From an optimization exercise on the open Yosys and OpenROAD flow, aimed at small area, a short achievable clock period and few clock cycles per item; shortcuts taken in it are not production practice. In this exercise RTL edits were held to simulation tests only and were not proved equivalent to the original.

## exp/garnet
## pedal_plausibility_filter
module pedal_plausibility_filter (
  input  logic                 clk,
  input  logic                 rst,
  input  logic                 sample_valid,
  output logic                 sample_ready,
  input  ppf_pkg::sample_t     sample,
  output logic                 result_valid,
  input  logic                 result_ready,
  output ppf_pkg::result_t     result,
  input  logic                 cfg_valid,
  output logic                 cfg_ready,
  input  ppf_pkg::reg_index_t  cfg_index,
  input  logic [ppf_pkg::CFG_W-1:0] cfg_data
);
clock: 7.0 ns
lec_check: 0
abc_area: 1
cap_margin: 20
core_margin: 2
core_utilization: 55
place_density: 0.7
setup_slack_margin: 0.65
slew_margin: 20
run.sh (not shown) runs the stock make flow with config.mk's settings and CLKGATE_MAP_FILE= SYNTH_SCRIPT=/design/flow/synth_recipe.tcl, a recipe that flattens the netlist after the stock synthesis.
In summary, exp/garnet completed successfully, with a layout that passed the timing, design-rule and antenna checks.
Testbench counts of exp/garnet, summed over its fixed seeds: cycles 1,664, items 1,600.
Changes in exp/juniper relative to exp/garnet:
Settings: CORE_UTILIZATION now 50, was 55; PLACE_DENSITY now 0.65, was 0.7; SETUP_SLACK_MARGIN now 0.5, was 0.65.
==> run notes <==
exp/juniper against exp/garnet: placer congestion estimate lower; growth of design area from synthesis to finish lower; routed wire length higher. In exp/juniper, the global-route usage came out 2.5 points below the value in exp/garnet.
> inputs changed (exp/juniper -> exp/violet)
Settings: changing SETUP_SLACK_MARGIN from 0.5 to 1.6; changing PLACE_DENSITY from 0.65 to 0.7; changing CORE_UTILIZATION from 50 to 60.
Notes after the runs:
- Comparing exp/violet against exp/juniper, there is no change at all in number of sequential storage elements.
- met2 track utilization from global routing in exp/violet is 13 points higher than in exp/juniper
- From exp/juniper to exp/violet the numbers moved as follows: maximum fanout along the worst path saw an increase, initial antenna violation count saw an increase, clock-buffer cell count saw an increase, utilization saw an increase.
- Reported for exp/violet and exp/juniper, number of antenna cells inserted turned out identical to the last digit.
- Taking exp/violet over exp/juniper, the final area ratio works out to 1.11.
- exp/violet against exp/juniper; average wire per standard cell is up by a little under 10%.
- Of the two values seen for endpoint of the most critical setup path, ema_value[10]$_SDFFE_PP0P_ was produced by exp/juniper and ema_value[12]$_SDFFE_PP0P_ by exp/violet.
Here is what was changed in the inputs of exp/lagoon compared with exp/violet.
Settings: a change of PLACE_DENSITY from 0.7 to 0.75; a deleted SETUP_SLACK_MARGIN that had been 1.6; a change of CORE_UTILIZATION from 60 to 65.
exp/lagoon: flow completed, timing, DRC and antenna clean. The total length of routed wires of exp/lagoon was superior to that of exp/violet. exp/lagoon does better than exp/violet on die area. exp/lagoon vs exp/violet, cell with the largest stage delay on the worst path: sky130_fd_sc_hd__clkdlybuf4s50_1 vs sky130_fd_sc_hd__fa_1. The die outline width of exp/lagoon is lower than that of exp/violet. Looking at total track usage, exp/lagoon sits 0.78 points below exp/violet. The run showing the smaller core occupancy in the finished layout is exp/lagoon.
The following lists how exp/harbor was set up differently from exp/lagoon:
Settings: a change of PLACE_DENSITY from 0.75 to 0.7; a change of CORE_UTILIZATION from 65 to 60; an added SETUP_SLACK_MARGIN of 1.0.
Results
- exp/harbor: PASS, flow complete, no timing, DRC or antenna violations
- exp/lagoon ended with every stage complete and zero timing, DRC or antenna violations.
- Compared to exp/lagoon, the router laid down more metal wire for exp/harbor.
- Taking exp/lagoon as the reference, in exp/harbor layout overhead on the synthesized area +7.7 points, via count +667, non-filler instance count after layout +3.7%.
- There was hardly any difference in cell area after placement between exp/harbor and exp/lagoon.
- The latest clock arrival within the worst-skew pair of exp/lagoon and that of exp/harbor are within noise of each other.
- Floorplan check, exp/harbor vs exp/lagoon: die outline larger in exp/harbor
## Diff of input files: exp/onyx against exp/harbor
Settings: SETUP_SLACK_MARGIN: 1.0 -> unset; CORE_UTILIZATION: 60 -> 40; PLACE_DENSITY: 0.7 -> 0.6.
==> comparison <==
exp/harbor has a lower clock period minus worst slack than exp/onyx.
As far as cell count after synthesis goes, exp/onyx and exp/harbor are indistinguishable; the numbers are identical.
exp/onyx reports a lower worst setup slack before clock tree synthesis than exp/harbor does.
Between exp/onyx and exp/harbor, it is exp/onyx whose non-filler instance count after layout is higher, by about 5%.
Delta (exp/onyx minus exp/harbor): count of non-CTS buffers in the layout went down by 95; die width went up 22%; wire length of the first global-routing pass has increased; flop-to-flop setup slack now sits lower.
Critical path depth (exp/harbor / exp/onyx): 1.6
exp/onyx vs exp/harbor — total number of vias dropped by a few percent
The category of the critical setup timing path comes out reg -> reg in one run and reg -> out in the other, namely in exp/harbor and exp/onyx respectively.

==> re-timing with driven ports <==
The results above use ideal ports. As a check the final layouts listed here were re-extracted and re-timed, cells and wires unchanged.
Step 1, drivers: a clkbuf_16 drives clk and a buf_2 each remaining input, both assumed.
Step 2 adds t to the input delays and takes it off the output delays; t is the mean of the earliest and latest rising clock arrival at the registers after step 1. Input paths then give back, and output paths get back, about the clock's delay inside the block.
Three values: ideal, step 1, step 2; two values: the first two.
| run | shift t [ns] | setup slack, ns | latest minus earliest clock arrival (ns) | worst data-port slew with drivers (ns) |
|---|---|---|---|---|
| exp/garnet | 0.620 | 0.758 / 0.758 / 0.758 | 0.034 / 0.034 | 0.04 |
| exp/juniper | 0.627 | 0.736 / 0.736 / 0.736 | 0.048 / 0.047 | 0.04 |
| exp/violet | 0.645 | 0.701 / 0.701 / 0.701 | 0.033 / 0.033 | 0.04 |
| exp/lagoon | 0.629 | 0.445 / 0.379 / 0.449 | 0.045 / 0.045 | 0.04 |
| exp/harbor | 0.635 | 0.750 / 0.750 / 0.750 | 0.038 / 0.038 | 0.04 |
| exp/onyx | 0.619 | 0.417 / 0.358 / 0.445 | 0.023 / 0.023 | 0.06 |
After both steps every run listed still meets setup and hold.
